What follows belongs to an exercise in optimizing a design on an open flow for small area, a short achievable clock period and few clock cycles; a production flow would make more cautious choices. RTL that was checked went through simulation tests only; none was proved equivalent to the original. Power and IR drop assume default switching activity.

==> module buffet_data_ram, before the edit <==
module buffet_data_ram (
    input  logic                 clk,
    input  buffet_pkg::wr_port_t wr_i,
    input  buffet_pkg::idx_t     rd_idx_i,
    output buffet_pkg::data_t    rd_data_o
);
    logic [buffet_pkg::DEPTH-1:0][buffet_pkg::DATA_W-1:0] mem;
    always_ff @(posedge clk) begin
        for (int r = 0; r < buffet_pkg::DEPTH; r++) begin
            if (wr_i.en && wr_i.idx == buffet_pkg::idx_t'(r)) begin
                mem[r] <= wr_i.data;
            end
        end
    end
    assign rd_data_o = mem[rd_idx_i];
endmodule
==> flow/config.mk <==
export PLATFORM = sky130hd
export DESIGN_NAME = buffet_top
export DESIGN_NICKNAME = buffet_top
export VERILOG_FILES = /design/flow/design.v
export SDC_FILE = /design/flow/constraint.sdc
export NUM_CORES = 4
export LEC_CHECK = 0
export ABC_CLOCK_PERIOD_IN_PS = 2200
export CAP_MARGIN = 20
export CORE_MARGIN = 2
export CORE_UTILIZATION = 40
export SETUP_SLACK_MARGIN = 2.1
export SLEW_MARGIN = 20
==> flow/constraint.sdc <==
create_clock -name core_clock -period 4.4 [get_ports {clk}]
set_input_delay 0.8800 -clock core_clock [delete_from_list [all_inputs] [get_ports {clk}]]
set_output_delay 0.8800 -clock core_clock [all_outputs]
set_load 0.01 [all_outputs]
run.sh (not shown) runs the stock make flow with config.mk's settings and CLKGATE_MAP_FILE= SYNTH_SCRIPT=/design/flow/synth_recipe.tcl, a recipe that flattens the netlist after the stock synthesis.
Rerun with:
--- a/flow/design.v
+++ b/flow/design.v
@@ -342,12 +342,10 @@
     input  buffet_pkg::idx_t     rd_idx_i,
     output buffet_pkg::data_t    rd_data_o
 );
-    logic [buffet_pkg::DEPTH-1:0][buffet_pkg::DATA_W-1:0] mem;
+    buffet_pkg::data_t mem [buffet_pkg::DEPTH];
     always_ff @(posedge clk) begin
-        for (int r = 0; r < buffet_pkg::DEPTH; r++) begin
-            if (wr_i.en && wr_i.idx == buffet_pkg::idx_t'(r)) begin
-                mem[r] <= wr_i.data;
-            end
+        if (wr_i.en) begin
+            mem[wr_i.idx] <= wr_i.data;
         end
     end
     assign rd_data_o = mem[rd_idx_i];
Effect: The changed run finished clean; via count fell by 4.3%; area after synthesis rose by 0.76%; worst setup slack is better by 0.028 ns; total power fell by 7.5%; count of clock-buffer cells in the layout rose by 3; non-clock buffer count fell by 74; wire length fell by 8.4%.
No run of this note included a check of the RTL's function; only the layout flow was run.

========
the previous run:
buffet_top, a different RTL version from the one above (not shown whole).
For scale: ~1,900 cells after synthesis, about 28,000 um^2 of cells after synthesis.
Settings: LEC_CHECK=0, ABC_CLOCK_PERIOD_IN_PS=2200, CAP_MARGIN=20, CORE_MARGIN=2, CORE_UTILIZATION=60, CTS_CLUSTER_DIAMETER=80, CTS_CLUSTER_SIZE=24, SETUP_SLACK_MARGIN=2.2, SLEW_MARGIN=20; clock period 4.4 ns.
standard.sh (not shown) runs the stock make flow with config.mk's settings and CLKGATE_MAP_FILE= SYNTH_SCRIPT=/design/flow/synth_recipe.tcl, a recipe that flattens the netlist after the stock synthesis.
==> flow/flow/run.sh <==
#!/bin/bash
# The standard layout, with three changes to how it is made: adders
# are left to ABC as plain gates (no full/half adder cells), sizing may
# change a cell's footprint, and the port buffers are buf_4 cells.
# make's output goes to make.log; each ORFS step keeps its own log under
# orfs/logs
set -euo pipefail
bash standard.sh ADDER_MAP_FILE= MATCH_CELL_FOOTPRINT=0 \
    "BUFFER_PORTS_ARGS=-buffer_cell sky130_fd_sc_hd__buf_4" finish > make.log 2>&1
Inputs modified between the previous run and the current run:
--- a/flow/design.v
+++ b/flow/design.v
@@ -318,13 +318,13 @@
             b1_a[i] = valid_ext[i+1] ? e_b1_gone[i+1] : e_b1_gone[QD];
         end
     end
     always_ff @(posedge clk or negedge nreset_i) begin
         if (!nreset_i) begin
             q_v_q <= '0;
-            ready_q <= 1'b0;
+            ready_q <= 1'b1;
         end else if (issue) begin
             q_v_q <= v_a;
             ready_q <= !v_a[QD-1];
         end else begin
             q_v_q <= v_b;
             ready_q <= !v_b[QD-1];
[summary]
The lower setup slack after layout of the previous run and the current run is in the previous run.
Design area of the current run is on par with the previous run.
In the flow results for the previous run and the current run, the routed wire length is larger on the current run.
Comparing the previous run with the current run, the sequential fraction of total cell area came out essentially unchanged.
Between the current run and the previous run, it is the current run whose area of the multi-input gates is lower, by 46 um^2.
| final cycle utilization of the critical path | the current run vs the previous run | 2.5 points lower |
Between the previous run and the current run, the share of the core filled with cells in the final layout does not differ in any meaningful way.
On cell area after synthesis, the previous run and the current run are neck and neck.
Number of cells on the worst reg-to-reg path delta (the previous run -> the current run): insignificant
Testbench counts of the current run, summed over its fixed seeds: cycles 9,660.
Function not checked in the previous run: the RTL went through the layout flow alone.

========
## juniper
Another version of the RTL of buffet_top (not shown whole).
Size in the first run: roughly 1300 cells after synthesis, roughly 120 I/O pins, ~0.027 mm² of cells after synthesis.
==> module buffet_update_tracker, before the edit <==
module buffet_update_tracker (
    input  logic                 clk,
    input  logic                 nreset_i,
    input  logic                 update_valid_i,
    input  buffet_pkg::idx_t     update_offset_i,
    input  buffet_pkg::data_t    update_data_i,
    input  buffet_pkg::idx_t     head_i,
    input  buffet_pkg::wr_port_t push_wr_i,
    input  logic                 alloc_i,
    input  buffet_pkg::idx_t     alloc_idx_i,
    output logic [buffet_pkg::DEPTH-1:0] pend_o,
    output logic                 wu_room_o,
    input  buffet_pkg::idx_t     probe_idx_i,
    output logic                 probe_hit_o,
    output buffet_pkg::wr_port_t ram_wr_o
);
    localparam int UB_SLOTS = 2;
    localparam int CW = $clog2(UB_SLOTS + 1);
    logic [buffet_pkg::DEPTH-1:0] pend_q;
    logic [CW-1:0] wu_cnt_q;
    logic [UB_SLOTS-1:0] ub_v_q;
    buffet_pkg::idx_t ub_idx_q [UB_SLOTS];
    buffet_pkg::data_t ub_data_q [UB_SLOTS];
    buffet_pkg::idx_t upd_idx;
    logic [UB_SLOTS-1:0] ub_wr;
    logic [UB_SLOTS-1:0] ub_drop;
    logic retire;
    buffet_pkg::idx_t retire_idx;
    assign upd_idx = head_i + update_offset_i;
    always_comb begin
        for (int i = 0; i < UB_SLOTS; i++) begin
            ub_drop[i] = ub_v_q[i] && push_wr_i.en && (ub_idx_q[i] == push_wr_i.idx);
            ub_wr[i] = (i == 0) && ub_v_q[i] && !push_wr_i.en;
        end
    end
    logic [UB_SLOTS-1:0] ub_keep;
    logic [UB_SLOTS-1:0] ub_v_d;
    buffet_pkg::idx_t ub_idx_d [UB_SLOTS];
    buffet_pkg::data_t ub_data_d [UB_SLOTS];
    assign ub_keep = ub_v_q & ~ub_wr & ~ub_drop;
    always_comb begin
        ub_v_d[0] = ub_keep[0] || ub_keep[1] || update_valid_i;
        ub_v_d[1] = (ub_keep[0] && ub_keep[1]) || ((ub_keep[0] || ub_keep[1]) && update_valid_i);
        if (ub_keep[0]) begin
            ub_idx_d[0] = ub_idx_q[0];
            ub_data_d[0] = ub_data_q[0];
        end else if (ub_keep[1]) begin
            ub_idx_d[0] = ub_idx_q[1];
            ub_data_d[0] = ub_data_q[1];
        end else begin
            ub_idx_d[0] = upd_idx;
            ub_data_d[0] = update_data_i;
        end
        if (ub_keep[0] && ub_keep[1]) begin
            ub_idx_d[1] = ub_idx_q[1];
            ub_data_d[1] = ub_data_q[1];
        end else begin
            ub_idx_d[1] = upd_idx;
            ub_data_d[1] = update_data_i;
        end
    end
    always_comb begin
        retire = 1'b0;
        retire_idx = ub_idx_q[0];
        for (int i = 0; i < UB_SLOTS; i++) begin
            if (ub_wr[i] || ub_drop[i]) begin
                retire = 1'b1;
                retire_idx = ub_idx_q[i];
            end
        end
    end
    always_ff @(posedge clk or negedge nreset_i) begin
        if (!nreset_i) begin
            ub_v_q <= '0;
            wu_cnt_q <= '0;
        end else begin
            ub_v_q <= ub_v_d;
            wu_cnt_q <= wu_cnt_q + CW'(alloc_i) - CW'(retire);
        end
    end
    always_ff @(posedge clk) begin
        for (int i = 0; i < UB_SLOTS; i++) begin
            ub_idx_q[i] <= ub_idx_d[i];
            ub_data_q[i] <= ub_data_d[i];
        end
    end
    always_ff @(posedge clk or negedge nreset_i) begin
        if (!nreset_i) begin
            pend_q <= '0;
        end else begin
            for (int i = 0; i < buffet_pkg::DEPTH; i++) begin
                if (alloc_i && alloc_idx_i == buffet_pkg::idx_t'(i)) begin
                    pend_q[i] <= 1'b1;
                end else if (retire && retire_idx == buffet_pkg::idx_t'(i)) begin
                    pend_q[i] <= 1'b0;
                end
            end
        end
    end
    assign pend_o = pend_q;
    assign probe_hit_o = ub_wr[0] && (ub_idx_q[0] == probe_idx_i);
    assign wu_room_o = (wu_cnt_q != CW'(UB_SLOTS));
    always_comb begin
        if (push_wr_i.en) begin
            ram_wr_o = push_wr_i;
        end else begin
            ram_wr_o.en = ub_v_q[0];
            ram_wr_o.idx = ub_idx_q[0];
            ram_wr_o.data = ub_data_q[0];
        end
    end
endmodule
clock: 4.4 ns
lec_check: 0
abc_clock_period_in_ps: 2400
cap_margin: 20
core_margin: 2
core_utilization: 40
setup_slack_margin: 1.9
slew_margin: 20
run.sh (not shown) runs the stock make flow with config.mk's settings and CLKGATE_MAP_FILE= SYNTH_SCRIPT=/design/flow/synth_recipe.tcl, a recipe that flattens the netlist after the stock synthesis.
Stock flow here: none of the scripts above is used.
## Diff of input files: nickel against juniper
--- a/flow/design.v
+++ b/flow/design.v
@@ -79,9 +79,9 @@
     output logic                 probe_hit_o,
     output buffet_pkg::wr_port_t ram_wr_o
 );
     localparam int UB_SLOTS = 2;
-    localparam int CW = $clog2(UB_SLOTS + 1);
+    localparam int CW = 2;
     logic [buffet_pkg::DEPTH-1:0] pend_q;
     logic [CW-1:0] wu_cnt_q;
     logic [UB_SLOTS-1:0] ub_v_q;
     buffet_pkg::idx_t ub_idx_q [UB_SLOTS];
Results
Re leakage power figure: no difference whatsoever between nickel and juniper. Reported for nickel and juniper, share of layout cells above drive strength 1 turned out identical to the last digit. Diff nickel..juniper | instance area at placement | unchanged. Sum of routed wire length over all layers: nickel vs juniper, no meaningful difference. nickel -> juniper: count of flip-flops with a built-in enable after synthesis delta 0, exact match.
Testbench counts of nickel, summed over its fixed seeds: cycles 9,666.
The RTL of juniper was laid out without a check of its function.

==> port drivers added, routing unchanged <==
In the flow no input, the clock included, has a driving cell. The finished layouts below were timed again as built, in two steps. Step 1, drivers: a clkbuf_16 drives clk and a buf_2 each remaining input, both assumed. Step 2 adds t to the input delays and takes it off the output delays; t is the mean of the earliest and latest rising clock arrival at the registers after step 1. Input paths then give back, and output paths get back, about the clock's delay inside the block. Three values: ideal ports, drivers, drivers and shift; two values: the first two.
| run | t, ns | setup WS [ns] | worst hold slack (ns) | clock arrival spread, ns |
|---|---|---|---|---|
| the first run of note 1 | 0.660 | 1.333 / 1.333 / 1.197 | 0.510 / 0.510 / 0.510 | 0.028 / 0.028 |
| the second run of note 1 | 0.678 | 1.361 / 1.361 / 1.229 | 0.496 / 0.496 / 0.496 | 0.030 / 0.030 |
| the previous run | 0.625 | 2.105 / 2.105 / 1.574 | 0.285 / 0.253 / 0.500 | 0.042 / 0.043 |
| the current run | 0.640 | 2.213 / 2.156 / 1.649 | 0.266 / 0.232 / 0.496 | 0.026 / 0.026 |
| juniper | 0.664 | 1.759 / 1.759 / 1.313 | 0.381 / 0.350 / 0.476 | 0.017 / 0.018 |
| nickel | 0.664 | 1.759 / 1.759 / 1.313 | 0.381 / 0.350 / 0.476 | 0.017 / 0.018 |
After both steps every run listed still meets setup and hold. The setup slack of the current run, which loses most, moves by -0.057 ns with the drivers and by -0.564 ns with both steps.
